Source: an optimization exercise on an open RTL-to-GDS flow (aim: small area, a short achievable clock period and few clock cycles per item). Production flows keep margins and buffers that such runs may drop.
Function was checked by simulation only, so behaviour that the tests miss may differ from the original.
Power is estimated from default activity; no workload was simulated.

`config.mk`:
```
export PLATFORM = sky130hd
export DESIGN_NAME = poolReluPE
export DESIGN_NICKNAME = poolReluPE
export VERILOG_FILES = /design/flow/design.v
export SDC_FILE = /design/flow/constraint.sdc
export NUM_CORES = 4
export LEC_CHECK = 0
export CAP_MARGIN = 50
export CORE_MARGIN = 2
export CORE_UTILIZATION = 40
export SLEW_MARGIN = 70
```
`constraint.sdc`:
```
create_clock -name core_clock -period 15.0 [get_ports {clock}]
set_input_delay 3.0000 -clock core_clock [delete_from_list [all_inputs] [get_ports {clock}]]
set_output_delay 3.0000 -clock core_clock [all_outputs]
set_load 0.01 [all_outputs]
```
`design.v`:
```
package peTypes;
  localparam int dataWidth = 8;
  localparam int bufferDepth = 256;
  localparam int addressWidth = 8;
  localparam int requesterCount = 4;
  localparam logic [addressWidth-1:0] outputBase = 8'd128;
  localparam logic [dataWidth-1:0] opPool = 8'd2;
  localparam logic [dataWidth-1:0] opRelu = 8'd3;
  localparam int inputCredits = 2;
  localparam int outputCredits = 4;
  localparam logic signed [dataWidth-1:0] mostNegative = 8'sh80;
  typedef struct packed {
    logic valid;
    logic [dataWidth-1:0] data;
  } streamByte;
  typedef struct packed {
    logic valid;
    logic write;
    logic [addressWidth-1:0] address;
    logic [dataWidth-1:0] data;
  } bufferRequest;
  typedef struct packed {
    logic [7:0] opcode;
    logic [7:0] channels;
    logic [7:0] outRows;
    logic [7:0] outCols;
    logic [7:0] windowRows;
    logic [7:0] windowCols;
    logic [7:0] rowStride;
    logic [7:0] colStride;
    logic [15:0] inRows;
    logic [15:0] inCols;
    logic [15:0] inputSize;
    logic [15:0] outputSize;
  } layerConfig;
endpackage
`timescale 1ns/1ps
module poolReluPE (
  input logic clock,
  input logic reset,
  input logic inValid,
  input logic [7:0] inData,
  output logic inCredit,
  output logic outValid,
  output logic [7:0] outData,
  input logic outCreditReturn
);
  logic hv, tv;
  logic [7:0] hd, td;
  logic pop;
  logic [7:0] x;
  assign x = hd;
  always_ff @(posedge clock) begin
    if (reset) begin
      hv <= 1'b0;
      tv <= 1'b0;
      inCredit <= 1'b0;
    end else begin
      inCredit <= pop;
      if (pop) begin
        hv <= tv || inValid;
        tv <= tv && inValid;
      end else if (!hv) begin
        hv <= inValid;
      end else if (inValid) begin
        tv <= 1'b1;
      end
    end
  end
  always_ff @(posedge clock) begin
    if (pop) begin
      hd <= tv ? td : inData;
    end else if (!hv) begin
      hd <= inData;
    end
    if (inValid && (pop ? tv : hv)) begin
      td <= inData;
    end
  end
  typedef enum logic [1:0] {
    waitOpcode,
    readDims,
    streamData
  } parserState;
  parserState state;
  logic isRelu;
  logic [2:0] dimIndex;
  logic [6:0] chM1, oRM1, oCM1, wRM1, wCM1, sRM1, sCM1;
  logic fast;
  logic lastDim;
  logic [6:0] xM1;
  logic [9:0] threeS;
  assign xM1 = 7'(x - 8'd1);
  assign threeS = {2'b0, x} + {1'b0, x, 1'b0};
  assign lastDim = isRelu ? dimIndex == 3'd2 : dimIndex == 3'd6;
  logic [6:0] rLo, rHi, rPh, rCd;
  logic [6:0] cLo, cHi, cPh, cCd;
  logic [6:0] chan;
  logic [5:0] rowBase;
  logic [1:0] slotLo, slotHi;
  logic rowOpens, rowCloses, rowCovered, rowEnd;
  logic colOpens, colCloses, colCovered, colEnd;
  logic chanEnd;
  assign rowOpens = rPh == 7'd0;
  assign rowCloses = rCd == 7'd0;
  assign rowCovered = rLo <= rHi;
  assign rowEnd = rowCloses && rLo == oRM1;
  assign colOpens = cPh == 7'd0;
  assign colCloses = cCd == 7'd0;
  assign colCovered = cLo <= cHi;
  assign colEnd = colCloses && cLo == oCM1;
  assign chanEnd = chan == chM1;
  logic signed [7:0] acc [3];
  logic signed [7:0] accNew [3];
  logic signed [7:0] accLo;
  logic signed [7:0] xs;
  assign xs = (isRelu && x[7]) ? 8'sd0 : x;
  assign accLo = acc[slotLo];
  always_comb begin
    for (int j = 0; j < 3; j++) begin
      if (colOpens && slotHi == 2'(j)) accNew[j] = xs;
      else accNew[j] = (xs > acc[j]) ? xs : acc[j];
    end
  end
  logic [5:0] pk;           
  logic [6:0] pc;
  logic slowLastPc;
  logic wantItem;
  logic byteDone;
  logic loadItem;
  logic aReady;
  logic dataByte;
  assign pc = fast ? cLo : cLo + 7'(pk);
  assign slowLastPc = pc == cHi;
  assign dataByte = state == streamData && hv;
  assign wantItem = rowCovered && (fast ? colCloses : colCovered);
  assign loadItem = dataByte && wantItem && aReady;
  assign byteDone = !wantItem || (aReady && (fast || slowLastPc));
  assign pop = hv && (state != streamData || byteDone);
  logic aV;
  logic signed [7:0] aVal;
  logic [5:0] aAddr;
  logic [5:0] aCnt;
  logic aFirst;
  logic aLast;
  logic aGo;
  logic bV;
  logic signed [7:0] bVal;
  logic signed [7:0] bOld;
  logic [5:0] bAddr;
  logic bFirst;
  logic bLast;
  logic bGo;
  logic bWrite;
  logic signed [7:0] newv;
  logic [2:0] credits;
  logic signed [7:0] mem [64];
  assign bGo = bV && (!bLast || credits != 3'd0);
  assign bWrite = bGo && !bLast;
  assign aGo = aV && (!bV || bGo);
  assign aReady = !aV || (aGo && aCnt == 6'd0);
  always_ff @(posedge clock) begin
    if (reset) begin
      aV <= 1'b0;
    end else if (loadItem) begin
      aV <= 1'b1;
    end else if (aGo && aCnt == 6'd0) begin
      aV <= 1'b0;
    end
  end
  always_ff @(posedge clock) begin
    if (loadItem) begin
      aVal <= fast ? accNew[slotLo] : xs;
      aAddr <= rowBase + pc[5:0];
      aCnt <= 6'(rHi - rLo);
      aFirst <= rowOpens && (fast || (slowLastPc && colOpens));
      aLast <= rowCloses && (fast || (pk == 6'd0 && colCloses));
    end else if (aGo) begin
      aCnt <= aCnt - 6'd1;
      aAddr <= aAddr + oCM1[5:0] + 6'd1;
      aLast <= 1'b0;
    end
  end
  assign newv = bFirst ? bVal : ((bVal > bOld) ? bVal : bOld);
  always_ff @(posedge clock) begin
    if (reset) begin
      bV <= 1'b0;
    end else if (aGo) begin
      bV <= 1'b1;
    end else if (bGo) begin
      bV <= 1'b0;
    end
  end
  always_ff @(posedge clock) begin
    if (aGo) begin
      bVal <= aVal;
      bAddr <= aAddr;
      bFirst <= aFirst && aCnt == 6'd0;
      bLast <= aLast;
      bOld <= (bWrite && bAddr == aAddr) ? newv : mem[aAddr];
    end
  end
  always_ff @(posedge clock) begin
    if (bWrite) mem[bAddr] <= newv;
  end
  always_ff @(posedge clock) begin
    outData <= newv;
  end
  always_ff @(posedge clock) begin
    if (reset) begin
      outValid <= 1'b0;
      credits <= 3'd4;
    end else begin
      outValid <= bGo && bLast;
      credits <= credits - 3'(bGo && bLast) + 3'(outCreditReturn);
    end
  end
  always_ff @(posedge clock) begin
    if (reset) begin
      state <= waitOpcode;
    end else if (pop) begin
      case (state)
        waitOpcode: begin
          if (x == 8'd2 || x == 8'd3) state <= readDims;
        end
        readDims: begin
          if (lastDim) state <= streamData;
        end
        default: begin
          if (colEnd && rowEnd && chanEnd) state <= waitOpcode;
        end
      endcase
    end
  end
  always_ff @(posedge clock) begin
    if (pop && state == waitOpcode) begin
      isRelu <= x[0];
      dimIndex <= 3'd0;
      wRM1 <= 7'd0;
      wCM1 <= 7'd0;
      sRM1 <= 7'd0;
      sCM1 <= 7'd0;
      fast <= 1'b1;
    end
    if (pop && state == readDims) begin
      dimIndex <= dimIndex + 3'd1;
      if (isRelu) begin
        case (dimIndex)
          3'd0: oRM1 <= xM1;
          3'd1: oCM1 <= xM1;
          default: chM1 <= xM1;
        endcase
      end else begin
        case (dimIndex)
          3'd0: chM1 <= xM1;
          3'd1: oRM1 <= xM1;
          3'd2: oCM1 <= xM1;
          3'd3: wRM1 <= xM1;
          3'd4: wCM1 <= xM1;
          3'd5: sRM1 <= xM1;
          default: begin
            sCM1 <= xM1;
            fast <= {3'b0, wCM1} < threeS;
          end
        endcase
      end
    end
  end
  always_ff @(posedge clock) begin
    if (pop && state == readDims && lastDim) begin
      chan <= 7'd0;
    end else if (pop && state == streamData && colEnd && rowEnd) begin
      chan <= chan + 7'd1;
    end
  end
  always_ff @(posedge clock) begin
    if ((pop && state == readDims && lastDim) ||
        (pop && state == streamData && colEnd && rowEnd)) begin
      rLo <= 7'd0;
      rHi <= 7'd0;
      rPh <= 7'd0;
      rCd <= wRM1;
      rowBase <= 6'd0;
    end else if (pop && state == streamData && colEnd) begin
      if (rHi != oRM1 && rPh == sRM1) begin
        rHi <= rHi + 7'd1;
        rPh <= 7'd0;
      end else if (rHi == oRM1) begin
        rPh <= 7'd1;
      end else begin
        rPh <= rPh + 7'd1;
      end
      if (rowCloses) begin
        rLo <= rLo + 7'd1;
        rCd <= sRM1;
        rowBase <= rowBase + oCM1[5:0] + 6'd1;
      end else begin
        rCd <= rCd - 7'd1;
      end
    end
  end
  always_ff @(posedge clock) begin
    if ((pop && state == readDims && lastDim) || (pop && state == streamData && colEnd)) begin
      cLo <= 7'd0;
      cHi <= 7'd0;
      cPh <= 7'd0;
      cCd <= wCM1;
      slotLo <= 2'd0;
      slotHi <= 2'd0;
    end else if (pop && state == streamData) begin
      if (cHi != oCM1 && cPh == sCM1) begin
        cHi <= cHi + 7'd1;
        cPh <= 7'd0;
        slotHi <= (slotHi == 2'd2) ? 2'd0 : slotHi + 2'd1;
      end else if (cHi == oCM1) begin
        cPh <= 7'd1;
      end else begin
        cPh <= cPh + 7'd1;
      end
      if (colCloses) begin
        cLo <= cLo + 7'd1;
        cCd <= sCM1;
        slotLo <= (slotLo == 2'd2) ? 2'd0 : slotLo + 2'd1;
      end else begin
        cCd <= cCd - 7'd1;
      end
    end
  end
  always_ff @(posedge clock) begin
    if (reset || pop) begin
      pk <= 6'd0;
    end else if (loadItem) begin
      pk <= pk + 6'd1;
    end
  end
  always_ff @(posedge clock) begin
    if (dataByte && byteDone) begin
      for (int j = 0; j < 3; j++) acc[j] <= accNew[j];
    end
  end
endmodule
```
`run.sh`:
```
#!/bin/bash
# synth_recipe.tcl (not shown) runs the flow's synth.tcl, then flattens the netlist and writes it again
# the make line also repeats each setting of config.mk as NAME=value (left out here)
make -C /OpenROAD-flow-scripts/flow DESIGN_CONFIG=/design/flow/config.mk WORK_HOME=/design/flow/orfs CLKGATE_MAP_FILE= SYNTH_SCRIPT=/design/flow/synth_recipe.tcl finish
```
==> results.txt, run 1 <==
* Crit Path Max Fanout at 1
* RePlAce Congestion at 0.8730
* TritonCTS Sinks at 750
* Max clock buf depth at 3
* Hold slack at 0.4180 ns
* Hold Fails Final Rpt at 0
* Critical-path cell list: clkdlybuf4s50_1
* Dpl hpwl at approximately 54000 um
* Post-Syn Instances at 2324
* WHS Path Cells at 0
* Pwr dens at 108.8 nW/um^2
* # hold bufs at CTS at 0
* Core area at about 85000 um^2
* Worst EP required at 12.00 ns
* Count leader, synth: edfxtp_1
* Final Routed Wirelength at 79970 um
* Worst-case reg-to-reg path depth at 11
* Leak at approximately 0.013 uW
* Setup CP Type: flip-flop to primary output
* Crit path depth at 1
* Clk pin slew, worst setup/hold paths at 0.06 ns
* Largest cells by area after synthesis: edfxtp_1 56%, mux4_2 11%, dfxtp_1 6.6%
* Overflow after GRT at 0
* Synth Flop Type: edfxtp_1
* Number of global-route vias before repair at 20200
* Synth Area per Inst at 14.68 um^2
* Warnings, synthesis at 3
* Nature of the critical path startpoint: flip-flop
* EDFF count, synth at 637
* DR iter-0 viols at 1639
* Ant diodes at 0
* Synth Register Bits at 750
* Setup TNS at 0 ns
* Vias at 20100
* Share of layout cells above drive strength 1 at 0.2244
* Worst hold path type: flip-flop to flip-flop
* Boundary Pins at 22
* Status: no timing/DRC/antenna violations
* F_max at 215.2 MHz
* Post-CTS Setup Inserts at 0
* Setup crit end kind: primary output
* Critical Path AT at 1.65 ns
* Number of setup violations in the final report at 0
* CP max stage delay at 0.58 ns
* Yosys cell types at 72
* Initial antenna violation count at 0
* Post-place instance area at 36940 um^2
* Slew Viols, Final at 0
* Final Cell Area at ~40000 um^2
* Worst slew pin tran at 0.4445 ns
* Die Height at 296.1 um
* Synth-to-Final Area Change at 16.64%
* First-pass GRT wire length at roughly 120000 um
* Initial Utilization at 0.4020
* Skew-Pair Late Insertion Delay at 0.64 ns
* CTS resizes at 0
* GRT Util Overall at 0.1839
* Cell family with most CP delay: buffers and inverters
* FP Rows at 107
* CP bufs+invs at 1
* Clock Skews at ~0.034 ns
* Router iterations before antenna repair at 6
* VDD IR max at 0.00008338 V
* Fillers at 7306
* Yosys top cell area share at 0.5606
* Async set-reset flop share out of synthesis at 0
* CTS tree: yes
* Synthesized net count at ~2500
* Post-DRT Antenna Nets at 0
* Die W at 296.1 um
* Max-Cap Viols at 0
* DR WL/cell at approximately 22 um
* Tmin final at about 4.6 ns
* H-tree level count at 3
* Die Area at 87660 um^2
* Root buffer cell: clkbuf_16
* Input/output buffers at 21
* Fin util at 0.4689
* Slew margin rel. at 0.7022
* Cts bufs inserted at between 80 and 90
* Remaining design rule violation count at 0
* Cell taking the most area after synthesis: edfxtp_1
* Post-route clock period utilization at 0.3098
* CP max stage cell: clkdlybuf4s50_1
* Pin count of the biggest net entering global routing at 67
* Unrepaired setup endpoints after global routing: no
* Synth Cell Area at 34120 um^2
* Most frequent cells after synthesis: 637 x edfxtp_1, 168 x mux4_2, 162 x nor2_1
* Register area share after synthesis at 0.6269
* Layout net count at 2561
* Vias per std cell at about 5.5
==> registers in the layout, summed over array words and instances, names as in the netlist, 8 cells and up <==
signal   cells
mem        512
acc         24
td           8
outData      8
hd           8
bOld         8
aVal         8
bVal         8
==> layer usage <==
layer,track usage,vias to the layer above,part of all wire
met5,0,-,0
met4,0.05161,0,0.020
met3,0.02691,114,0.052
met2,0.3019,562,0.48
met1,0.2554,10280,0.44
li1,-,9141,-
==> cell usage in the layout (no fill, tap or decap), types with 8 or more instances in the layout <==
master,n
edfxtp_1,637
buf_12,12
clkdlybuf4s50_1,20
xnor2_1,67
a31oi_1,12
dfxtp_1,110
nor3_1,18
mux4_2,168
ha_1,120
o21a_1,12
nand3_1,80
nand2_4,8
nor2_1,89
and3_1,9
buf_4,21
clkinv_1,14
buf_8,9
mux2i_1,28
xor2_1,53
nand2b_1,11
inv_1,131
or3_1,18
mux2_2,33
a21oi_1,75
nand2_1,127
clkinv_2,13
buf_2,27
o221a_2,8
o21ai_0,112
or4_1,11
nor2_4,68
clkbuf_16,82
a211oi_1,17
a21o_1,22
nor2b_1,17
nand4_1,23
clkbuf_1,20
o211ai_1,11
==> layout make-up <==
type	count	area [um^2]	share of cell area
multi-input combinational	1353	12830	0.3224
clock buffer	103	2141	0.05379
timing repair buffer	102	987.2	0.02480
tap	1144	1431	0.03596
sequential	750	21390	0.5376
inverter	134	509.2	0.01280
clock inverter	45	506.7	0.01273
==> cell families after synthesis <==
| group | share of synthesized area |
|---|---|
| DFF | 0.6269 |
| and+or+nand+nor | 0.07601 |
| AOI/OAI and AO/OA | 0.05992 |
| muxes | 0.1319 |
| buffers and inverters | 0.02508 |
| adders and majority gates | 0.04811 |
| xor gates and xnor gates | 0.03208 |
==> worst paths after layout <==
kind / start / end / slack [ns]
worst min-delay path: aLast / bLast / 0.42
worst max-delay path: outValid / outValid / 10.35
worst min register to register: aLast / bLast / 0.42
worst max register to register: cLo[0] / td[7] / 10.82
==> worst reg2reg max path: cells and delay by family (launching register included) <==
family	cells	cell delay, ns
AO/OA/AOI/OAI	4	1.16
adder cells (fa/ha/maj)	2	0.65
buffers and inverters	1	0.07
flip-flops	1	0.44
AND/OR/NAND/NOR	4	1.56
==> stage by stage <==
stage | worst slack, ns | total power [uW] | std cells
finish | 10.35 | 4331 | 3631
global route | 10.27 | 4464 | 3631
CTS | 10.26 | 4373 | 3626
detailed placement | 10.44 | 2388 | 3478
global placement | 10.26 | 2380 | 3433
floorplan | 10.95 | 2352 | 2324
==> report_power, final <==
part	internal, uW	leakage, uW	switching (uW)	total [uW]
Sequential	2240	0.00666	8.53	2250
Clock	1150	0.00128	840	1980
Combinational	39.0	0.00552	60.3	99.3
Testbench counts, summed over its fixed seeds: cycles 9,996, outputs 4,525.
==> inputs of run 2 (changes only) <==
--- a/config.mk
+++ b/config.mk
@@ -5,7 +5,7 @@
 export SDC_FILE = /design/flow/constraint.sdc
 export NUM_CORES = 4
 export LEC_CHECK = 0
-export CAP_MARGIN = 50
+export CAP_MARGIN = 20
 export CORE_MARGIN = 2
 export CORE_UTILIZATION = 40
-export SLEW_MARGIN = 70
+export SLEW_MARGIN = 20
==> run 2 against run 1 <==
Net effect: still clean; core utilization shrank 1.5 points; synthesized cell count is the same; clock-buffer cell count shrank 12; clock skew grew 0.0021 ns; power grew 1.6%; critical endpoint unchanged; largest cell class unchanged.
==> results.txt, run 2 <==
* Critical Path AT at 1.70 ns (was 1.65 ns)
* Setup crit end kind: primary output (unchanged)
* First-pass GRT wire length at 121500 um (was 122600 um)
* Async set-reset flop share out of synthesis at 0 (unchanged)
* Skew-Pair Late Insertion Delay at 0.65 ns (was 0.64 ns)
* Cell taking the most area after synthesis: edfxtp_1 (unchanged)
* CTS tree: yes (unchanged)
* Die Height at 296.1 um (unchanged)
* Overflow after GRT at 0 (unchanged)
* Top flop regs: mem (512), acc (24) (unchanged)
* R2r setup slk at 10.36 ns (was 10.82 ns)
* Cts bufs inserted at 81 (unchanged)
* Max-Cap Viols at 0 (unchanged)
* Boundary Pins at 22 (unchanged)
* Power, Total at 4402 uW (was 4331 uW)
* GRT Util Overall at 0.1824 (was 0.1839)
* CTS resizes at 0 (unchanged)
* Reg-to-Reg End: td[5] (was td[7])
* Setup TNS at 0 ns (unchanged)
* Nature of the critical path startpoint: flip-flop (unchanged)
* WHS Path Cells at 0 (unchanged)
* # hold bufs at CTS at 0 (unchanged)
* Initial antenna violation count at 0 (unchanged)
* Top reg by flops: mem (unchanged)
* Worst reg2reg path startpoint: fast (was cLo[0])
* Hold Fails Final Rpt at 0 (unchanged)
* Crit path depth at 1 (unchanged)
* Vias at 19730 (was 20100)
* Worst slew pin tran at 1.143 ns (was 0.4445 ns)
* Share of layout cells above drive strength 1 at 0.1640 (was 0.2244)
* CP max stage cell: clkdlybuf4s50_1 (unchanged)
* Die W at 296.1 um (unchanged)
* Vias per std cell at 5.505 (was 5.535)
* Most frequent cells after synthesis: 637 x edfxtp_1, 168 x mux4_2, 162 x nor2_1 (unchanged)
* CP max stage delay at 0.59 ns (was 0.58 ns)
* Post-Syn Instances at 2324 (unchanged)
* Crit path from: outValid (unchanged)
* Unrepaired setup endpoints after global routing: no (unchanged)
* Worst EP required at 12.00 ns (about the same)
* Slew Viols, Final at 0 (unchanged)
* Worst-case reg-to-reg path depth at 8 (was 11)
* H-tree level count at 3 (unchanged)
* Synth Register Bits at 750 (unchanged)
* Synthesized net count at 2463 (unchanged)
* Yosys cell types at 72 (unchanged)
* CP bufs+invs at 1 (unchanged)
* Post-CTS Setup Inserts at 0 (unchanged)
* Slew margin rel. at 0.2325 (was 0.7022)
* Count leader, synth: edfxtp_1 (unchanged)
* Tmin final at 4.699 ns (was 4.647 ns)
* Layout net count at 2512 (was 2561)
* F_max at 212.8 MHz (was 215.2 MHz)
* Max clock buf depth at 3 (unchanged)
* Synth Flop Type: edfxtp_1 (unchanged)
* Pwr dens at 114.3 nW/um^2 (was 108.8 nW/um^2)
* Leak at 0.01304 uW (was 0.01346 uW)
* Number of global-route vias before repair at 19900 (was 20200)
* Number of setup violations in the final report at 0 (unchanged)
* Synth Cell Area at 34120 um^2 (unchanged)
* Pin count of the biggest net entering global routing at 67 (unchanged)
* Final Routed Wirelength at 79130 um (was 79970 um)
* Commonest non-fill, non-tap cell in the layout: edfxtp_1 (unchanged)
* Setup CP Type: flip-flop to primary output (unchanged)
* Post-route clock period utilization at 0.3133 (was 0.3098)
* DR WL/cell at 22.08 um (was 22.03 um)
* Synth Area per Inst at 14.68 um^2 (unchanged)
* Remaining design rule violation count at 0 (unchanged)
* Synth-to-Final Area Change at 12.82% (was 16.64%)
* Warnings, synthesis at 3 (unchanged)
* Register area share after synthesis at 0.6269 (unchanged)
* Die Area at 87660 um^2 (unchanged)
* Initial Utilization at 0.4020 (unchanged)
* Clock Skews at 0.03646 ns (was 0.03432 ns)
* Commonest non-fill, non-tap cells in the layout: 637 x edfxtp_1, 168 x mux4_2, 161 x nor2_1 (was 637 x edfxtp_1, 168 x mux4_2, 131 x inv_1)
* Largest cells by area after synthesis: edfxtp_1 56%, mux4_2 11%, dfxtp_1 6.6% (unchanged)
* Router iterations before antenna repair at 6 (unchanged)
* Status: no timing/DRC/antenna violations (unchanged)
* DR iter-0 viols at 1676 (was 1639)
* Post-DRT Antenna Nets at 0 (unchanged)
* Yosys top cell area share at 0.5606 (unchanged)
* Ant diodes at 0 (unchanged)
* Cell family with most CP delay: buffers and inverters (unchanged)
* EDFF count, synth at 637 (unchanged)
* Max FFs per register at 512 (unchanged)
* VDD IR max at 0.00008495 V (was 0.00008338 V)
* Input/output buffers at 21 (unchanged)
* RePlAce Congestion at 0.8730 (unchanged)
* Critical-path cell list: clkdlybuf4s50_1 (unchanged)
* Crit Path Max Fanout at 1 (unchanged)
* Clk pin slew, worst setup/hold paths at 0.06 ns (about the same)
* Core area at 84880 um^2 (unchanged)
* TritonCTS Sinks at 750 (unchanged)
* Worst hold path type: flip-flop to flip-flop (unchanged)
* Setup crit end: outValid (unchanged)
* Dpl hpwl at 51920 um (was 53900 um)
* FP Rows at 107 (unchanged)
* Root buffer cell: clkbuf_16 (unchanged)
[run 2: cell counts after synthesis]
No cell type changed its count.
[run 2: area by class of cell]
class / instances / area [um^2]
sequential: 750 / 21390
timing repair buffer: 53 / 470.5
multi-input combinational: 1353 / 11910
clock inverter: 58 / 723.2
fill: 7456 / 46380
clock buffer: 91 / 2074
tap: 1144 / 1431
inverter: 134 / 503.0
[run 2: cell families after synthesis]
| family | count (synthesis) | share of synthesized area |
|---|---|---|
| and+or+nand+nor | 542 | 0.07601 |
| buffers and inverters | 221 | 0.02508 |
| xor gates and xnor gates | 125 | 0.03208 |
| DFF | 750 | 0.6269 |
| AOI/OAI and AO/OA | 324 | 0.05992 |
| adders and majority gates | 127 | 0.04811 |
| muxes | 235 | 0.1319 |
[run 2: stage by stage]
| stage | worst slack, ns | instance area (um^2) | util | hold WS, ns | instances |
|---|---|---|---|---|---|
| finish | 10.30 | 38500 | 0.4536 | 0.4244 | 3583 |
| global route | 10.08 | 38500 | 0.4536 | 0.4448 | 3583 |
| CTS | 10.05 | 38460 | 0.4531 | 0.4260 | 3582 |
| detailed placement | 10.07 | 35660 | 0.4201 | 0.4108 | 3433 |
| global placement | 10.26 | 35650 | 0.4200 | 0.4201 | 3433 |
| floorplan | 10.95 | 34120 | - | 0.4003 | 2324 |
[run 2: report_power, final]
part,leakage [uW],switching (uW),internal [uW]
Combinational,0.00506,58.0,36.0
Sequential,0.00666,8.19,2240
Clock,0.00132,870,1190
[run 2: worst min-delay path by stage]
stage	slack (ns)	from	end
floorplan	0.40	aLast	bLast
global placement	0.42	aVal[0]	bVal[0]
detailed placement	0.41	aLast	bLast
CTS	0.43	aLast	bLast
global route	0.44	aLast	bLast
finish	0.42	aVal[1]	bVal[1]
[run 2: metal layers]
layer,GRT usage,vias to the layer above,share of wire
li1,-,9011,-
met1,0.2548,10120,0.45
met2,0.3006,511,0.49
met3,0.02548,85,0.051
met4,0.04755,0,0.016
met5,0,-,0
==> inputs of run 3 (changes only) <==
==> flow/run.sh (new file) <==
#!/bin/bash
# Standard layout, with repair_timing asked to leave extra setup slack so the
# layout runs faster than the 15 ns the clock allows (the SDC is unchanged).
set -euo pipefail
bash standard.sh SETUP_SLACK_MARGIN=11 finish > standard_flow.log 2>&1
==> standard.sh (new file) <==
#!/bin/bash
# synth_recipe.tcl (not shown) runs the flow's synth.tcl, then flattens the netlist and writes it again
# the make line also repeats each setting of config.mk as NAME=value (left out here)
make -C /OpenROAD-flow-scripts/flow DESIGN_CONFIG=/design/flow/config.mk WORK_HOME=/design/flow/orfs CLKGATE_MAP_FILE= SYNTH_SCRIPT=/design/flow/synth_recipe.tcl "${@:-finish}"
removed: run.sh
==> run 3 against run 2 <==
Net effect: still clean; power is 0.28% lower; worst setup slack improved by 0.55 ns; hold slack hardly changed; cell count increased by 0.50%; die area stayed put; clock-buffer cell count increased by 11; sequential share of layout area decreased by 0.19 points; critical endpoint unchanged.
==> results.txt, run 3 <==
* Status: no timing/DRC/antenna violations (unchanged)
* TritonCTS Sinks at 750 (unchanged)
* Skew-Pair Late Insertion Delay at 0.65 ns (about the same)
* Synth Register Bits at 750 (unchanged)
* Register area share after synthesis at 0.6269 (unchanged)
* VDD IR max at 0.00007588 V (was 0.00008495 V)
* FP Rows at 107 (unchanged)
* Fillers at 7447 (was 7456)
* Tmin final at 4.150 ns (was 4.699 ns)
* Boundary Pins at 22 (unchanged)
* Synthesized net count at 2463 (unchanged)
* Synth-to-Final Area Change at 13.26% (was 12.82%)
* Cell taking the most area after synthesis: edfxtp_1 (unchanged)
* Reg-to-Reg End: bOld[5] (was td[5])
* Post-DRT Antenna Nets at 0 (unchanged)
* Clock Skews at 0.04987 ns (was 0.03646 ns)
* RePlAce Congestion at 0.8578 (was 0.8730)
* # hold bufs at CTS at 0 (unchanged)
* Critical Path AT at 1.15 ns (was 1.70 ns)
* Overflow after GRT at 0 (unchanged)
* CTS tree: yes (unchanged)
* WHS Path Cells at 0 (unchanged)
* Nature of the critical path startpoint: flip-flop (unchanged)
* DR iter-0 viols at 1509 (was 1676)
* Worst reg2reg path startpoint: bOld[1] (was fast)
* Die W at 296.1 um (unchanged)
* Yosys top cell area share at 0.5606 (unchanged)
* Worst slew pin tran at 1.106 ns (was 1.143 ns)
* Leak at 0.01313 uW (was 0.01304 uW)
* Crit Path Max Fanout at 1 (unchanged)
* R2r setup slk at 11.08 ns (was 10.36 ns)
* Min-Delay Endpoint: bVal[5] (was bVal[1])
* Die Area at 87660 um^2 (unchanged)
* Initial Utilization at 0.4020 (unchanged)
* Core area at 84880 um^2 (unchanged)
* EDFF count, synth at 637 (unchanged)
* Share of layout cells above drive strength 1 at 0.1787 (was 0.1640)
* Pin count of the biggest net entering global routing at 69 (was 67)
* Hold slack at 0.4240 ns (was 0.4244 ns)
* Yosys cell types at 72 (unchanged)
* Initial antenna violation count at 0 (unchanged)
* Synth Cell Area at 34120 um^2 (unchanged)
* Async set-reset flop share out of synthesis at 0 (unchanged)
* Max FFs per register at 512 (unchanged)
* Worst slack, placed at 10.21 ns (was 10.07 ns)
* Top flop regs: mem (512), acc (24) (unchanged)
* Largest cells by area after synthesis: edfxtp_1 56%, mux4_2 11%, dfxtp_1 6.6% (unchanged)
* CP max stage delay at 0.39 ns (was 0.59 ns)
* Clk pin slew, worst setup/hold paths at 0.06 ns (about the same)
* Dpl hpwl at 52540 um (was 51920 um)
* Cell family with most CP delay: flip-flops (was buffers and inverters)
* Synth Flop Type: edfxtp_1 (unchanged)
* Pwr dens at 113.6 nW/um^2 (was 114.3 nW/um^2)
* Number of global-route vias before repair at 19750 (was 19900)
* Top reg by flops: mem (unchanged)
* Setup TNS at 0 ns (unchanged)
* Vias at 19940 (was 19730)
* Worst-case reg-to-reg path depth at 11 (was 8)
* Remaining design rule violation count at 0 (unchanged)
* Setup CP Type: flip-flop to primary output (unchanged)
* H-tree level count at 3 (unchanged)
* FF/Latch Area at 21400 um^2 (was 21390 um^2)
* Unrepaired setup endpoints after global routing: yes (was no)
* Fin util at 0.4553 (was 0.4536)
* Count leader, synth: edfxtp_1 (unchanged)
* Commonest non-fill, non-tap cells in the layout: 637 x edfxtp_1, 168 x mux4_2, 160 x nor2_1 (was 637 x edfxtp_1, 168 x mux4_2, 161 x nor2_1)
* Input/output buffers at 21 (unchanged)
* Worst hold path type: flip-flop to flip-flop (unchanged)
* Post-Syn Instances at 2324 (unchanged)
* Ant diodes at 0 (unchanged)
* CP bufs+invs at 1 (unchanged)
* CP max stage cell: dfxtp_4 (was clkdlybuf4s50_1)
* Warnings, synthesis at 3 (unchanged)
* Critical-path cell list: buf_6 (was clkdlybuf4s50_1)
* Slew Viols, Final at 0 (unchanged)
* Layout net count at 2527 (was 2512)
* Fin worst setup slack at 10.85 ns (was 10.30 ns)
* GRT Util Overall at 0.1841 (was 0.1824)
* Max-Cap Viols at 0 (unchanged)
* Cts bufs inserted at 83 (was 81)
* Commonest non-fill, non-tap cell in the layout: edfxtp_1 (unchanged)
* F_max at 241.0 MHz (was 212.8 MHz)
* Synth Area per Inst at 14.68 um^2 (unchanged)
* Most frequent cells after synthesis: 637 x edfxtp_1, 168 x mux4_2, 162 x nor2_1 (unchanged)
* DR WL/cell at 22.27 um (was 22.08 um)
* Post-route clock period utilization at 0.2766 (was 0.3133)
* Hold Fails Final Rpt at 0 (unchanged)
* Root buffer cell: clkbuf_16 (unchanged)
* Number of setup violations in the final report at 0 (unchanged)
* Die Height at 296.1 um (unchanged)
* First-pass GRT wire length at 121900 um (was 121500 um)
* Max clock buf depth at 3 (unchanged)
* Setup crit end kind: primary output (unchanged)
* Slew margin rel. at 0.2630 (was 0.2325)
* Final Routed Wirelength at 80180 um (was 79130 um)
* Footprint of the multi-input gates at 12000 um^2 (was 11910 um^2)
* Vias per std cell at 5.537 (was 5.505)
* Router iterations before antenna repair at 5 (was 6)
* Worst EP required at 12.00 ns (about the same)
* HP Start: aVal[5] (was aVal[1])
run 3: cell counts after synthesis:
Identical to the previous run, type by type.
run 3: power by group:
group          internal, uW  total [uW]  leakage (uW)  switching, uW
Clock                  1190        2050       0.00134            860
Sequential             2240        2250       0.00666           7.45
Combinational          38.6        96.3       0.00513           57.7
run 3: metal layers:
| layer | track usage | vias up | part of all wire |
|---|---|---|---|
| met3 | 0.02908 | 126 | 0.058 |
| met2 | 0.2927 | 621 | 0.47 |
| li1 | - | 9045 | - |
| met1 | 0.2587 | 10150 | 0.44 |
| met4 | 0.06171 | 0 | 0.026 |
| met5 | 0 | - | 0 |
run 3: layout make-up:
type,instances,area share
Sequential cell,750,0.5537
Multi-Input combinational cell,1353,0.3104
Clock buffer,102,0.05640
Tap cell,1144,0.03704
Clock inverter,52,0.01505
Timing Repair Buffer,66,0.01421
Inverter,134,0.01318
run 3: per-stage QoR:
step / power, uW / std cells / area, um^2
2_1_floorplan: 2353 / 2324 / 34130
3_5_place_dp: 2382 / 3437 / 35690
6_report: 4389 / 3601 / 38650
3_3_place_gp: 2379 / 3437 / 35680
5_1_grt: 4525 / 3601 / 38650
4_1_cts: 4426 / 3592 / 38480
run 3: worst max path at each step:
stage / start / endpoint / slack, ns / cells past startpoint
3_5_place_dp: fast / td[0] / 10.21 / 8
5_1_grt: bOld[1] / bOld[5] / 10.79 / 11
6_report: outValid / outValid / 10.85 / 1
3_3_place_gp: fast / td[0] / 10.38 / 8
2_1_floorplan: outCreditReturn / credits[2] / 11.02 / 6
4_1_cts: outValid / outValid / 10.82 / 1
run 3: cells by family after synthesis:
| group | count (synthesis) | synth area share |
|---|---|---|
| muxes | 235 | 0.1319 |
| xor gates and xnor gates | 125 | 0.03208 |
| adders and majority gates | 127 | 0.04811 |
| AOI/OAI and AO/OA | 324 | 0.05992 |
| and+or+nand+nor | 542 | 0.07601 |
| buffers and inverters | 221 | 0.02508 |
| DFF | 750 | 0.6269 |
run 3: worst reg2reg max path, stage by stage, from the launching register on:
cell and delay, ns:
edfxtp_1 0.43, inv_1 0.09, ha_1 0.23, nor2b_1 0.13, o21a_1 0.16, o21a_1 0.16, o211ai_1 0.16, a211oi_1 0.10
nor4_2 0.76, mux2_2 0.76, buf_4 0.53, mux2_2 0.27
run 3: repair_timing:
| item | CTS | global route |
|---|---|---|
| endpoints found under the setup margin | 136 | 251 |
| setup buffers | 1 | 9 |
| pin swaps | 1 | 3 |
| endpoints found under the hold margin | 0 | 0 |
| gates resized for setup | 61 | 23 |
==> inputs of run 4 (changes only) <==
--- a/config.mk
+++ b/config.mk
@@ -7,5 +7,6 @@
 export LEC_CHECK = 0
 export CAP_MARGIN = 20
 export CORE_MARGIN = 2
-export CORE_UTILIZATION = 40
+export CORE_UTILIZATION = 65
+export PLACE_DENSITY = 0.75
 export SLEW_MARGIN = 20
==> run 4 against run 3 <==
Net effect: sequential share of layout area is 1.1 points higher; wire length increased by 2.4%; first-iteration DRC count up 73%; critical path depth unchanged; core utilization is 28 points higher; still clean; hold slack got worse by 0.010 ns; clock-buffer cell count is 10 lower; clock skew fell by 0.028 ns; synthesized cell count stayed put; cell count decreased by 13%.
==> results.txt, run 4 <==
* Post-Synth Simple-Gate Area at 0.07601 (unchanged)
* Cell taking the most area after synthesis: edfxtp_1 (unchanged)
* Yosys cell types at 72 (unchanged)
* H-tree level count at 3 (unchanged)
* Synth-to-Final Area Change at 11.09% (was 13.26%)
* Most frequent cells after synthesis: 637 x edfxtp_1, 168 x mux4_2, 162 x nor2_1 (unchanged)
* Die Area at 54340 um^2 (was 87660 um^2)
* CTS tree: yes (unchanged)
* Initial Utilization at 0.6611 (was 0.4020)
* Power, Total at 4231 uW (was 4389 uW)
* Worst slew pin tran at 1.052 ns (was 1.106 ns)
* Count leader, synth: edfxtp_1 (unchanged)
* EDFF count, synth at 637 (unchanged)
* Yosys top cell area share at 0.5606 (unchanged)
* Synth Area per Inst at 14.68 um^2 (unchanged)
* Vias at 20560 (was 19940)
* Root buffer cell: clkbuf_16 (unchanged)
* Number of global-route vias before repair at 20000 (was 19750)
* Clk pin slew, worst setup/hold paths at 0.06 ns (about the same)
* Initial antenna violation count at 2 (was 0)
* Nature of the critical path startpoint: flip-flop (unchanged)
* RePlAce Congestion at 0.8931 (was 0.8578)
* Dpl hpwl at 50740 um (was 52540 um)
* Leak at 0.01301 uW (was 0.01313 uW)
* Synth Cell Area at 34120 um^2 (unchanged)
* Critical-path cell list: buf_6 (unchanged)
* Post-DRT Antenna Nets at 0 (unchanged)
* Synthesized net count at 2463 (unchanged)
* Post-Syn Instances at 2324 (unchanged)
* TritonCTS Sinks at 750 (unchanged)
* Slew margin rel. at 0.2963 (was 0.2630)
* Hold Fails Final Rpt at 0 (unchanged)
* Setup CP Type: flip-flop to primary output (unchanged)
* Number of setup violations in the final report at 0 (unchanged)
* Setup TNS at 0 ns (unchanged)
* # hold bufs at CTS at 0 (unchanged)
* Final non-filler cell total at 3127 (was 3601)
* DR iter-0 viols at 2608 (was 1509)
* Router iterations before antenna repair at 7 (was 5)
* Unrepaired setup endpoints after global routing: yes (unchanged)
* Post-route clock period utilization at 0.2733 (was 0.2766)
* Reg power frac at 0.531 (was 0.512)
* Synth Flop Type: edfxtp_1 (unchanged)
* Register area share after synthesis at 0.6269 (unchanged)
* Top flop regs: mem (512), acc (24) (unchanged)
* Core area at 51610 um^2 (was 84880 um^2)
* Psw at 883.1 uW (was 925.6 uW)
* Die Height at 233.1 um (was 296.1 um)
* Die W at 233.1 um (was 296.1 um)
* Warnings, synthesis at 3 (unchanged)
* Clock Skews at 0.02191 ns (was 0.04987 ns)
* DR WL/cell at 26.25 um (was 22.27 um)
* Max FFs per register at 512 (unchanged)
* Cts bufs inserted at 75 (was 83)
* Final Routed Wirelength at 82070 um (was 80180 um)
* Top reg by flops: mem (unchanged)
* Xor/xnor share of the synthesized area at 0.03208 (unchanged)
* Placed cells at 2970 (was 3437)
* CP bufs+invs at 1 (unchanged)
* FP Rows at 83 (was 107)
* Overflow after GRT at 0 (unchanged)
* Switching share of power at 0.2087 (was 0.2109)
* Hold slack at 0.4137 ns (was 0.4240 ns)
* Setup crit end kind: primary output (unchanged)
* Crit Path Max Fanout at 1 (unchanged)
* Boundary Pins at 22 (unchanged)
* Skew-Pair Late Insertion Delay at 0.64 ns (was 0.65 ns)
* Pwr dens at 111.6 nW/um^2 (was 113.6 nW/um^2)
* Status: no timing/DRC/antenna violations (unchanged)
* GRT Util Overall at 0.3099 (was 0.1841)
* Commonest non-fill, non-tap cells in the layout: 637 x edfxtp_1, 168 x mux4_2, 158 x nor2_1 (was 637 x edfxtp_1, 168 x mux4_2, 160 x nor2_1)
* Max-Cap Viols at 0 (unchanged)
* Worst EP required at 12.00 ns (about the same)
* Commonest non-fill, non-tap cell in the layout: edfxtp_1 (unchanged)
* Layout net count at 2522 (was 2527)
* Internal cell power at 3348 uW (was 3464 uW)
* Critical Path AT at 1.10 ns (was 1.15 ns)
* Synth Area in Adders at 0.04811 (unchanged)
* CP max stage delay at 0.36 ns (was 0.39 ns)
* Logic pwr share at 0.024 (was 0.022)
* Compound-Gate Fraction of Synth Area at 0.05991 (unchanged)
* VDD IR max at 0.0001043 V (was 0.00007588 V)
* Pin count of the biggest net entering global routing at 72 (was 69)
* Max clock buf depth at 3 (unchanged)
* Share of layout cells above drive strength 1 at 0.1811 (was 0.1787)
* Largest family of logic cells by synthesized area: multiplexers (unchanged)
* Slew Viols, Final at 0 (unchanged)
* F_max at 244.0 MHz (was 241.0 MHz)
* CP max stage cell: dfxtp_4 (unchanged)
* Input/output buffers at 21 (unchanged)
* Tmin final at 4.099 ns (was 4.150 ns)
* Mux cell area share after synthesis at 0.1319 (unchanged)
* Remaining design rule violation count at 0 (unchanged)
* Cell family with most CP delay: flip-flops (unchanged)
* Synth Register Bits at 750 (unchanged)
* Vias per std cell at 6.574 (was 5.537)
* Clock network power share at 0.446 (was 0.466)
* First-pass GRT wire length at 123400 um (was 121900 um)
* Worst hold path type: flip-flop to flip-flop (unchanged)
* Largest cells by area after synthesis: edfxtp_1 56%, mux4_2 11%, dfxtp_1 6.6% (unchanged)
* Async set-reset flop share out of synthesis at 0 (unchanged)
[run 4: cell families after synthesis]
family                     after synthesis
DFF                                    750
and+or+nand+nor                        542
adders and majority gates              127
muxes                                  235
buffers and inverters                  221
AOI/OAI and AO/OA                      324
xor gates and xnor gates               125
[run 4: area by class of cell]
| class | count | area [um^2] |
|---|---|---|
| Sequential cell | 750 | 21410 |
| Fill cell | 3171 | 13710 |
| Antenna cell | 1 | 2.502 |
| Inverter | 134 | 516.7 |
| Multi-Input combinational cell | 1354 | 12050 |
| Tap cell | 680 | 850.8 |
| Timing Repair Buffer | 68 | 625.6 |
| Clock inverter | 48 | 511.7 |
| Clock buffer | 92 | 1941 |
[run 4: final timing paths]
path | from | endpoint | slack [ns] | cells after the start
max | outValid | outValid | 10.90 | 1
max reg2reg | cLo[0] | td[7] | 11.17 | 13
min reg2reg | aVal[2] | bVal[2] | 0.41 | 0
min | aVal[2] | bVal[2] | 0.41 | 0
[run 4: metal layers]
metal	routed length, um	GRT usage	vias up
met5	0	0	-
met4	2105	0.08599	0
met3	8215	0.07178	156
met2	38240	0.4730	1045
met1	33510	0.4539	10330
li1	-	-	9032
[run 4: through the flow]
stage	util	cell area, um^2	worst slack (ns)
finish	0.7344	37910	10.90
global route	0.7344	37900	10.88
CTS	0.7293	37640	10.87
detailed placement	0.6797	35080	9.977
global placement	0.6796	35080	10.03
floorplan	-	34130	11.02
[run 4: repair_timing]
item / in CTS / in global routing
gates resized for setup: 71 / 30
gates cloned: 0 / 1
setup endpoints to repair: 144 / 104
pin swaps: 2 / 5
setup buffers: 2 / 12
[run 4: power by group through the flow]
| stage | Clock [uW] | Sequential (uW) | Combinational, uW |
|---|---|---|---|
| after floorplan | 0 | 2290 | 65.6 |
| after global placement | 0 | 2290 | 91.5 |
| after detailed placement | 0 | 2290 | 94.2 |
| after CTS | 1900 | 2250 | 95.5 |
| after global routing | 1970 | 2250 | 110 |
| final | 1890 | 2250 | 100 |
==> inputs of run 5 (changes only) <==
--- a/config.mk
+++ b/config.mk
@@ -7,6 +7,7 @@
 export LEC_CHECK = 0
 export CAP_MARGIN = 20
 export CORE_MARGIN = 2
-export CORE_UTILIZATION = 65
-export PLACE_DENSITY = 0.75
+export CORE_UTILIZATION = 40
+export CTS_CLUSTER_DIAMETER = 60
+export CTS_CLUSTER_SIZE = 28
 export SLEW_MARGIN = 20
==> run 5 against run 4 <==
Net effect: clock-buffer cell count shrank 37; flip-flop and latch count is the same; sequential power is essentially flat; combinational power shrank 4%; synthesized cell count is the same.
==> results.txt, run 5 <==
* Clock Skews at 0.04497 ns (was 0.02191 ns)
* DR iter-0 viols at 1476 (was 2608)
* Clk pin slew, worst setup/hold paths at 0.09 ns (was 0.06 ns)
* Router iterations before antenna repair at 5 (was 7)
* F_max at 241.0 MHz (was 244.0 MHz)
* Mux cell area share after synthesis at 0.1319 (unchanged)
* Max-Cap Viols at 0 (unchanged)
* VDD IR max at 0.0001016 V (was 0.0001043 V)
* Post-route clock period utilization at 0.2766 (was 0.2733)
* CP max stage delay at 0.40 ns (was 0.36 ns)
* Commonest non-fill, non-tap cell in the layout: edfxtp_1 (unchanged)
* Setup TNS at 0 ns (unchanged)
* Most frequent cells after synthesis: 637 x edfxtp_1, 168 x mux4_2, 162 x nor2_1 (unchanged)
* Largest family of logic cells by synthesized area: multiplexers (unchanged)
* Fin util at 0.4472 (was 0.7344)
* Cts bufs inserted at 53 (was 75)
* Post-Synth Simple-Gate Area at 0.07601 (unchanged)
* Number of global-route vias before repair at 19350 (was 20000)
* Core area at 84880 um^2 (was 51610 um^2)
* Synth Area per Inst at 14.68 um^2 (unchanged)
* Slew Viols, Final at 0 (unchanged)
* CTS tree: yes (unchanged)
* Vias per std cell at 5.522 (was 6.574)
* Register area share after synthesis at 0.6269 (unchanged)
* Setup crit end kind: primary output (unchanged)
* HP Start: aVal[3] (was aVal[2])
* CP bufs+invs at 1 (unchanged)
* Yosys cell types at 72 (unchanged)
* Synth-to-Final Area Change at 11.23% (was 11.09%)
* RePlAce Congestion at 0.8578 (was 0.8931)
* Share of layout cells above drive strength 1 at 0.1726 (was 0.1811)
* First-pass GRT wire length at 120200 um (was 123400 um)
* Skew-Pair Late Insertion Delay at 0.66 ns (was 0.64 ns)
* GRT Util Overall at 0.1808 (was 0.3099)
* Die W at 296.1 um (was 233.1 um)
* Pin count of the biggest net entering global routing at 69 (was 72)
* Worst hold path type: flip-flop to flip-flop (unchanged)
* Cell taking the most area after synthesis: edfxtp_1 (unchanged)
* Max clock buf depth at 3 (unchanged)
* Synth Flop Type: edfxtp_1 (unchanged)
* Final Cell Area at 37960 um^2 (was 37910 um^2)
* Fillers at 7493 (was 3171)
* TritonCTS Sinks at 750 (unchanged)
* Synth Area in Adders at 0.04811 (unchanged)
* Status: no timing/DRC/antenna violations (unchanged)
* Hold slack at 0.4425 ns (was 0.4137 ns)
* Commonest non-fill, non-tap cells in the layout: 637 x edfxtp_1, 168 x mux4_2, 160 x nor2_1 (was 637 x edfxtp_1, 168 x mux4_2, 158 x nor2_1)
* Top reg by flops: mem (unchanged)
* Overflow after GRT at 0 (unchanged)
* Async set-reset flop share out of synthesis at 0 (unchanged)
* Max FFs per register at 512 (unchanged)
* H-tree level count at 2 (was 3)
* Pwr dens at 105.3 nW/um^2 (was 111.6 nW/um^2)
* Layout net count at 2498 (was 2522)
* R2r setup slk at 11.22 ns (was 11.17 ns)
* Worst slew pin tran at 1.103 ns (was 1.052 ns)
* Final Routed Wirelength at 79120 um (was 82070 um)
* Setup CP Type: flip-flop to primary output (unchanged)
* Synth Cell Area at 34120 um^2 (unchanged)
* Die Height at 296.1 um (was 233.1 um)
* Dpl hpwl at 52540 um (was 50740 um)
* Critical Path AT at 1.15 ns (was 1.10 ns)
* Post-DRT Antenna Nets at 0 (unchanged)
* Root buffer cell: clkbuf_16 (unchanged)
* Largest cells by area after synthesis: edfxtp_1 56%, mux4_2 11%, dfxtp_1 6.6% (unchanged)
* Die Area at 87660 um^2 (was 54340 um^2)
* Compound-Gate Fraction of Synth Area at 0.05991 (unchanged)
* Post-place instance area at 35690 um^2 (was 35080 um^2)
* Xor/xnor share of the synthesized area at 0.03208 (unchanged)
* Worst EP required at 12.00 ns (about the same)
* FP Rows at 107 (was 83)
* DR WL/cell at 22.30 um (was 26.25 um)
* Synthesized net count at 2463 (unchanged)
* Number of setup violations in the final report at 0 (unchanged)
* EDFF count, synth at 637 (unchanged)
* Unrepaired setup endpoints after global routing: yes (unchanged)
* Synth Register Bits at 750 (unchanged)
* Initial antenna violation count at 0 (was 2)
* Vias at 19590 (was 20560)
* Nature of the critical path startpoint: flip-flop (unchanged)
* Slew margin rel. at 0.2647 (was 0.2963)
* Warnings, synthesis at 3 (unchanged)
* Cell family with most CP delay: flip-flops (unchanged)
* Yosys top cell area share at 0.5606 (unchanged)
* CP max stage cell: dfxtp_4 (unchanged)
* Input/output buffers at 21 (unchanged)
* Remaining design rule violation count at 0 (unchanged)
* Hold Fails Final Rpt at 0 (unchanged)
* Count leader, synth: edfxtp_1 (unchanged)
* Boundary Pins at 22 (unchanged)
* Worst reg2reg path startpoint: cLo[0] (unchanged)
* Tmin final at 4.149 ns (was 4.099 ns)
* Ant diodes at 0 (was 1)
* Initial Utilization at 0.4020 (was 0.6611)
* Leak at 0.01278 uW (was 0.01301 uW)
* Critical-path cell list: buf_6 (unchanged)
* Crit path from: outValid (unchanged)
* Top flop regs: mem (512), acc (24) (unchanged)
* Crit Path Max Fanout at 1 (unchanged)
* Post-Syn Instances at 2324 (unchanged)
-- run 5: cell counts after synthesis --
No cell type changed its count.
-- run 5: timing repair --
item	4_1_cts	5_1_grt
pin swaps	1	4
endpoints found under the setup margin	144	228
gates resized for setup	61	25
buffers inserted	2	9
hold buffers	0	0
hold endpoints to repair	0	0
-- run 5: path summary, 6_finish.rpt --
| check | end | cells after the start |
|---|---|---|
| max | outValid | 1 |
| min | bVal[3] | 0 |
| max reg2reg | td[5] | 11 |
| min reg2reg | bVal[3] | 0 |
-- run 5: where the power goes --
part | internal (uW) | switching, uW | total, uW
Sequential | 2230 | 7.35 | 2240
Combinational | 38.4 | 57.6 | 96.0
Clock | 799 | 858 | 1660
-- run 5: cell families after synthesis --
family / Yosys count
DFF: 750
and+or+nand+nor: 542
AOI/OAI and AO/OA: 324
muxes: 235
buffers and inverters: 221
adders and majority gates: 127
xor gates and xnor gates: 125
-- run 5: metrics by stage --
step                      std cells  setup WS, ns  total power (uW)
final                          3548         10.85              3995
after global routing           3548         10.80              4114
after CTS                      3539         10.82              4025
after detailed placement       3437         10.21              2382
after global placement         3437         10.38              2379
after floorplan                2324         11.02              2353
-- run 5: routing by layer --
metal  up-vias  track usage  share of wire
met4         0      0.04927          0.024
met3       119      0.02481          0.052
met5         -            0              0
met2       505       0.2917           0.48
met1     10000       0.2574           0.45
li1       8967            -              -
-- run 5: cell type report --
| class | instances | area, um^2 | share of cell area |
|---|---|---|---|
| Sequential cell | 750 | 21400 | 0.5638 |
| Multi-Input combinational cell | 1353 | 12010 | 0.3164 |
| Tap cell | 1144 | 1431 | 0.03771 |
| Clock buffer | 55 | 1355 | 0.03570 |
| Clock inverter | 45 | 695.7 | 0.01833 |
| Timing Repair Buffer | 67 | 556.8 | 0.01467 |
| Inverter | 134 | 509.2 | 0.01342 |
==> inputs of run 6 (changes only) <==
--- a/design.v
+++ b/design.v
@@ -85,31 +85,30 @@
   parserState state;
   logic isRelu;
   logic [2:0] dimIndex;
-  logic [6:0] chM1, oRM1, oCM1, wRM1, wCM1, sRM1, sCM1;
+  logic [6:0] oRM1, oCM1, wRM1, wCM1, sRM1, sCM1;
   logic fast;
   logic lastDim;
   logic [6:0] xM1;
-  logic [9:0] threeS;
   assign xM1 = 7'(x - 8'd1);
-  assign threeS = {2'b0, x} + {1'b0, x, 1'b0};
   assign lastDim = isRelu ? dimIndex == 3'd2 : dimIndex == 3'd6;
-  logic [6:0] rLo, rHi, rPh, rCd;
-  logic [6:0] cLo, cHi, cPh, cCd;
-  logic [6:0] chan;
+  logic [6:0] rLoLeft, rHiLeft, rPd, rCd;
+  logic [6:0] cLo, cHi, cPd, cCd;
+  logic rOpen, cOpen;
+  logic [6:0] chanLeft;
   logic [5:0] rowBase;
   logic [1:0] slotLo, slotHi;
   logic rowOpens, rowCloses, rowCovered, rowEnd;
   logic colOpens, colCloses, colCovered, colEnd;
   logic chanEnd;
-  assign rowOpens = rPh == 7'd0;
+  assign rowOpens = rOpen;
   assign rowCloses = rCd == 7'd0;
-  assign rowCovered = rLo <= rHi;
-  assign rowEnd = rowCloses && rLo == oRM1;
-  assign colOpens = cPh == 7'd0;
+  assign rowCovered = rLoLeft >= rHiLeft;
+  assign rowEnd = rowCloses && rLoLeft == 7'd0;
+  assign colOpens = cOpen;
   assign colCloses = cCd == 7'd0;
   assign colCovered = cLo <= cHi;
   assign colEnd = colCloses && cLo == oCM1;
-  assign chanEnd = chan == chM1;
+  assign chanEnd = chanLeft == 7'd0;
   logic signed [7:0] acc [3];
   logic signed [7:0] accNew [3];
   logic signed [7:0] accLo;
@@ -155,6 +154,13 @@
   logic signed [7:0] newv;
   logic [2:0] credits;
   logic signed [7:0] mem [64];
+  logic signed [7:0] rdData;
+  always_comb begin
+    rdData = '0;
+    for (int i = 0; i < 64; i++) begin
+      rdData = rdData | (mem[i] & {8{aAddr == 6'(i)}});
+    end
+  end
   assign bGo = bV && (!bLast || credits != 3'd0);
   assign bWrite = bGo && !bLast;
   assign aGo = aV && (!bV || bGo);
@@ -172,7 +178,7 @@
     if (loadItem) begin
       aVal <= fast ? accNew[slotLo] : xs;
       aAddr <= rowBase + pc[5:0];
-      aCnt <= 6'(rHi - rLo);
+      aCnt <= 6'(rLoLeft - rHiLeft);
       aFirst <= rowOpens && (fast || (slowLastPc && colOpens));
       aLast <= rowCloses && (fast || (pk == 6'd0 && colCloses));
     end else if (aGo) begin
@@ -197,7 +203,7 @@
       bAddr <= aAddr;
       bFirst <= aFirst && aCnt == 6'd0;
       bLast <= aLast;
-      bOld <= (bWrite && bAddr == aAddr) ? newv : mem[aAddr];
+      bOld <= (bWrite && bAddr == aAddr) ? newv : rdData;
     end
   end
   always_ff @(posedge clock) begin
@@ -248,50 +254,51 @@
         case (dimIndex)
           3'd0: oRM1 <= xM1;
           3'd1: oCM1 <= xM1;
-          default: chM1 <= xM1;
+          default: ;
         endcase
       end else begin
         case (dimIndex)
-          3'd0: chM1 <= xM1;
+          3'd0: ;
           3'd1: oRM1 <= xM1;
           3'd2: oCM1 <= xM1;
           3'd3: wRM1 <= xM1;
-          3'd4: wCM1 <= xM1;
-          3'd5: sRM1 <= xM1;
-          default: begin
-            sCM1 <= xM1;
-            fast <= {3'b0, wCM1} < threeS;
+          3'd4: begin
+            wCM1 <= xM1;
+            fast <= x <= 8'd3;
           end
+          3'd5: sRM1 <= xM1;
+          default: sCM1 <= xM1;
         endcase
       end
     end
   end
   always_ff @(posedge clock) begin
-    if (pop && state == readDims && lastDim) begin
-      chan <= 7'd0;
+    if (pop && state == readDims && (isRelu ? dimIndex == 3'd2 : dimIndex == 3'd0)) begin
+      chanLeft <= xM1;
     end else if (pop && state == streamData && colEnd && rowEnd) begin
-      chan <= chan + 7'd1;
+      chanLeft <= chanLeft - 7'd1;
     end
   end
   always_ff @(posedge clock) begin
     if ((pop && state == readDims && lastDim) ||
         (pop && state == streamData && colEnd && rowEnd)) begin
-      rLo <= 7'd0;
-      rHi <= 7'd0;
-      rPh <= 7'd0;
+      rLoLeft <= oRM1;
+      rHiLeft <= oRM1;
+      rOpen <= 1'b1;
+      rPd <= sRM1;
       rCd <= wRM1;
       rowBase <= 6'd0;
     end else if (pop && state == streamData && colEnd) begin
-      if (rHi != oRM1 && rPh == sRM1) begin
-        rHi <= rHi + 7'd1;
-        rPh <= 7'd0;
-      end else if (rHi == oRM1) begin
-        rPh <= 7'd1;
+      if (rPd == 7'd0 && rHiLeft != 7'd0) begin
+        rHiLeft <= rHiLeft - 7'd1;
+        rOpen <= 1'b1;
+        rPd <= sRM1;
       end else begin
-        rPh <= rPh + 7'd1;
+        rOpen <= 1'b0;
+        rPd <= rPd - 7'd1;
       end
       if (rowCloses) begin
-        rLo <= rLo + 7'd1;
+        rLoLeft <= rLoLeft - 7'd1;
         rCd <= sRM1;
         rowBase <= rowBase + oCM1[5:0] + 6'd1;
       end else begin
@@ -303,19 +310,20 @@
     if ((pop && state == readDims && lastDim) || (pop && state == streamData && colEnd)) begin
       cLo <= 7'd0;
       cHi <= 7'd0;
-      cPh <= 7'd0;
+      cOpen <= 1'b1;
+      cPd <= (state == readDims) ? (isRelu ? 7'd0 : xM1) : sCM1;
       cCd <= wCM1;
       slotLo <= 2'd0;
       slotHi <= 2'd0;
     end else if (pop && state == streamData) begin
-      if (cHi != oCM1 && cPh == sCM1) begin
+      if (cPd == 7'd0 && cHi != oCM1) begin
         cHi <= cHi + 7'd1;
-        cPh <= 7'd0;
+        cOpen <= 1'b1;
+        cPd <= sCM1;
         slotHi <= (slotHi == 2'd2) ? 2'd0 : slotHi + 2'd1;
-      end else if (cHi == oCM1) begin
-        cPh <= 7'd1;
       end else begin
-        cPh <= cPh + 7'd1;
+        cOpen <= 1'b0;
+        cPd <= cPd - 7'd1;
       end
       if (colCloses) begin
         cLo <= cLo + 7'd1;
--- a/config.mk
+++ b/config.mk
@@ -7,7 +7,8 @@
 export LEC_CHECK = 0
 export CAP_MARGIN = 20
 export CORE_MARGIN = 2
-export CORE_UTILIZATION = 40
+export CORE_UTILIZATION = 65
 export CTS_CLUSTER_DIAMETER = 60
 export CTS_CLUSTER_SIZE = 28
+export PLACE_DENSITY = 0.75
 export SLEW_MARGIN = 20
==> run 6 against run 5 <==
Net effect: sequential share of layout area increased by 4.7 points; still clean on timing, DRC and antenna; maximum frequency grew 0.31%; synthesized area fell by 5.7%; critical path depth is the same; largest cell class unchanged; worst setup slack better by 0.013 ns.
==> results.txt, run 6 <==
* Status: no timing/DRC/antenna violations (unchanged)
* Worst hold path type: flip-flop to flip-flop (unchanged)
* VDD IR max at 0.0001086 V (was 0.0001016 V)
* Cts bufs inserted at 45 (was 53)
* Placed cells at 3060 (was 3437)
* Number of global-route vias before repair at 20650 (was 19350)
* Number of setup violations in the final report at 0 (unchanged)
* F_max at 241.8 MHz (was 241.0 MHz)
* Fillers at 3280 (was 7493)
* Post-route clock period utilization at 0.2758 (was 0.2766)
* Crit path from: inCredit (was outValid)
* Commonest non-fill, non-tap cell in the layout: edfxtp_1 (unchanged)
* Hold Fails Final Rpt at 0 (unchanged)
* Core area at 48950 um^2 (was 84880 um^2)
* R2r setup slk at 11.04 ns (was 11.22 ns)
* Logic pwr share at 0.017 (was 0.024)
* Root buffer cell: clkbuf_16 (unchanged)
* Skew-Pair Late Insertion Delay at 0.64 ns (was 0.66 ns)
* Fin worst setup slack at 10.86 ns (was 10.85 ns)
* Die W at 226.5 um (was 296.1 um)
* Register area share after synthesis at 0.6702 (was 0.6269)
* Reg-to-Reg End: bOld[0] (was td[5])
* Worst EP required at 12.00 ns (about the same)
* Clock Skews at 0.05311 ns (was 0.04497 ns)
* Internal cell power at 2913 uW (was 3072 uW)
* GRT Util Overall at 0.3946 (was 0.1808)
* Slew Viols, Final at 0 (unchanged)
* Setup crit end kind: primary output (unchanged)
* H-tree level count at 2 (unchanged)
* Synthesized net count at 2486 (was 2463)
* Count leader, synth: edfxtp_1 (unchanged)
* Initial Utilization at 0.6575 (was 0.4020)
* CP max stage cell: dfxtp_1 (was dfxtp_4)
* Max clock buf depth at 3 (unchanged)
* Switching share of power at 0.2186 (was 0.2311)
* Hold slack at 0.3918 ns (was 0.4425 ns)
* Initial antenna violation count at 4 (was 0)
* Cell taking the most area after synthesis: edfxtp_1 (unchanged)
* Setup CP Type: flip-flop to primary output (unchanged)
* RePlAce Congestion at 1.025 (was 0.8578)
* Max-Cap Viols at 0 (unchanged)
* Power, Total at 3728 uW (was 3995 uW)
* Share of layout cells above drive strength 1 at 0.1185 (was 0.1726)
* Critical Path AT at 1.14 ns (was 1.15 ns)
* Commonest non-fill, non-tap cells in the layout: 665 x edfxtp_1, 261 x a22oi_1, 189 x nor2_1 (was 637 x edfxtp_1, 168 x mux4_2, 160 x nor2_1)
* Pwr dens at 105.6 nW/um^2 (was 105.3 nW/um^2)
* Pin count of the biggest net entering global routing at 67 (was 69)
* Crit path depth at 1 (unchanged)
* Synth Area per Inst at 13.57 um^2 (was 14.68 um^2)
* Psw at 815.0 uW (was 923.1 uW)
* Post-DRT Antenna Nets at 0 (unchanged)
* Die Height at 226.5 um (was 296.1 um)
* Top flop regs: mem (512), acc (24) (unchanged)
* Leak at 0.01197 uW (was 0.01278 uW)
* Worst reg2reg path startpoint: aAddr[4] (was cLo[0])
* Synth-to-Final Area Change at 9.691% (was 11.23%)
* Vias per std cell at 6.872 (was 5.522)
* TritonCTS Sinks at 745 (was 750)
* Final Routed Wirelength at 100000 um (was 79120 um)
* Synth Register Bits at 745 (was 750)
* Remaining design rule violation count at 0 (unchanged)
* Dpl hpwl at 68190 um (was 52540 um)
* Yosys top cell area share at 0.6204 (was 0.5606)
* Top reg by flops: mem (unchanged)
* Cell family with most CP delay: flip-flops (unchanged)
* Layout net count at 2566 (was 2498)
* Post-Syn Instances at 2372 (was 2324)
* CP bufs+invs at 1 (unchanged)
* Reg power frac at 0.600 (was 0.561)
* Largest cells by area after synthesis: edfxtp_1 62%, a22oi_1 6.1%, dfxtp_1 5.0% (was edfxtp_1 56%, mux4_2 11%, dfxtp_1 6.6%)
* Max FFs per register at 512 (unchanged)
* Most frequent cells after synthesis: 665 x edfxtp_1, 261 x a22oi_1, 212 x nor2_1 (was 637 x edfxtp_1, 168 x mux4_2, 162 x nor2_1)
* Worst-case reg-to-reg path depth at 7 (was 11)
* Setup TNS at 0 ns (unchanged)
* Unrepaired setup endpoints after global routing: yes (unchanged)
* Clk pin slew, worst setup/hold paths at 0.10 ns (was 0.09 ns)
* Slew margin rel. at 0.1668 (was 0.2647)
* Worst slew pin tran at 1.218 ns (was 1.103 ns)
* FF/Latch Area at 21570 um^2 (was 21400 um^2)
* Clock network power share at 0.384 (was 0.415)
* Nature of the critical path startpoint: flip-flop (unchanged)
* Final non-filler cell total at 3154 (was 3548)
* Synth Flop Type: edfxtp_1 (unchanged)
* Boundary Pins at 22 (unchanged)
* Async set-reset flop share out of synthesis at 0 (unchanged)
* Die Area at 51310 um^2 (was 87660 um^2)
* First-pass GRT wire length at 142000 um (was 120200 um)
* DR WL/cell at 31.71 um (was 22.30 um)
* Tmin final at 4.136 ns (was 4.149 ns)
* Input/output buffers at 21 (unchanged)
* Yosys cell types at 76 (was 72)
* Footprint of the multi-input gates at 10100 um^2 (was 12010 um^2)
* CTS tree: yes (unchanged)
* EDFF count, synth at 665 (was 637)
* FP Rows at 81 (was 107)
* Warnings, synthesis at 3 (unchanged)
* Worst slack, placed at 10.43 ns (was 10.21 ns)
* CP max stage delay at 0.37 ns (was 0.40 ns)
* Overflow after GRT at 0 (unchanged)
* Crit Path Max Fanout at 1 (unchanged)
* Setup crit end: inCredit (was outValid)
* Synth Cell Area at 32190 um^2 (was 34120 um^2)
* DR iter-0 viols at 2986 (was 1476)
* Vias at 21670 (was 19590)
* Router iterations before antenna repair at 8 (was 5)
* Critical-path cell list: clkbuf_2 (was buf_6)
==> run 6: stage by stage <==
stage | instance area (um^2) | utilization
final | 35310 | 0.7212
after global routing | 35300 | 0.7212
after CTS | 35150 | 0.7181
after detailed placement | 33530 | 0.6849
after global placement | 33460 | 0.6836
after floorplan | 32190 | -
==> run 6: cell families after synthesis <==
family | synth area share
DFF | 0.6702
and+or+nand+nor | 0.09812
AOI/OAI and AO/OA | 0.1136
buffers and inverters | 0.02196
adders and majority gates | 0.04105
xor gates and xnor gates | 0.02585
muxes | 0.02927
==> run 6: worst min path at each step <==
stage / cells past startpoint / from / slack (ns) / to
6_report: 0 / aLast / 0.39 / bLast
5_1_grt: 0 / aLast / 0.42 / bLast
4_1_cts: 0 / aLast / 0.40 / bLast
3_5_place_dp: 0 / aVal[6] / 0.41 / bVal[6]
3_3_place_gp: 0 / aVal[5] / 0.40 / bVal[5]
2_1_floorplan: 0 / aLast / 0.40 / bLast
==> run 6: layout make-up <==
type                            instances  area share
Antenna cell                            1  0.00007088
Tap cell                              664     0.02353
Clock inverter                         34     0.01219
Timing Repair Buffer                   98     0.02158
Inverter                              111     0.01194
Multi-Input combinational cell       1451      0.2860
Clock buffer                           50     0.03363
Sequential cell                       745      0.6111
==> run 6: routing by layer <==
layer	track usage	part of all wire	routed length, um	up-vias
met5	0	0.00051	51	-
met4	0.2695	0.088	8750	8
met3	0.08864	0.11	11230	368
met2	0.6263	0.46	45820	1449
met1	0.4864	0.34	34150	10550
li1	-	-	-	9303
==> run 6: timing repair <==
| item | CTS | global route |
|---|---|---|
| pin swaps | 0 | 5 |
| endpoints found under the setup margin | 115 | 89 |
| buffers inserted | 0 | 6 |
| gates resized for setup | 50 | 16 |
| endpoints found under the hold margin | 0 | 0 |
| gates cloned | 0 | 1 |
| hold buffers | 0 | 0 |
==> run 6: power by group through the flow <==
stage                     Sequential [uW]  Combinational [uW]  Clock, uW
final                                2240                61.5       1430
after global routing                 2240                67.4       1490
after CTS                            2240                60.4       1420
after detailed placement             2280                59.7          0
after global placement               2280                57.9          0
after floorplan                      2280                41.6          0
Testbench counts of run 6, summed over its fixed seeds: cycles 9,996, outputs 4,525.

[static timing again, ports no longer ideal]
The results above use ideal ports. As a check the final layouts listed here were re-extracted and re-timed, cells and wires unchanged. Step 1: set_driving_cell puts a clkbuf_16 on clock and a buf_2 on each other input, an assumption about the parent block. Step 2 adds t to the input delays and takes it off the output delays; t is the mean of the earliest and latest rising clock arrival at the registers after step 1. Input paths then give back, and output paths get back, about the clock's delay inside the block. a / b / c = no drivers / after step 1 / after step 2; a / b = the first two.
run | t, ns | setup slack, ns | hold WS [ns]
run 1 | 0.691 | 10.353 / 10.285 / 10.451 | 0.418 / 0.418 / 0.418
run 2 | 0.701 | 10.301 / 10.235 / 10.355 | 0.424 / 0.424 / 0.424
run 3 | 0.699 | 10.851 / 10.781 / 10.447 | 0.424 / 0.424 / 0.424
run 4 | 0.686 | 10.901 / 10.840 / 10.455 | 0.414 / 0.414 / 0.414
run 5 | 0.708 | 10.851 / 10.782 / 10.455 | 0.442 / 0.442 / 0.442
run 6 | 0.673 | 10.864 / 10.802 / 10.450 | 0.392 / 0.392 / 0.392
After both steps setup and hold are still met in every run listed. For run 4, which loses most, drivers alone change the setup slack by -0.061 ns; drivers and shift together by -0.446 ns.
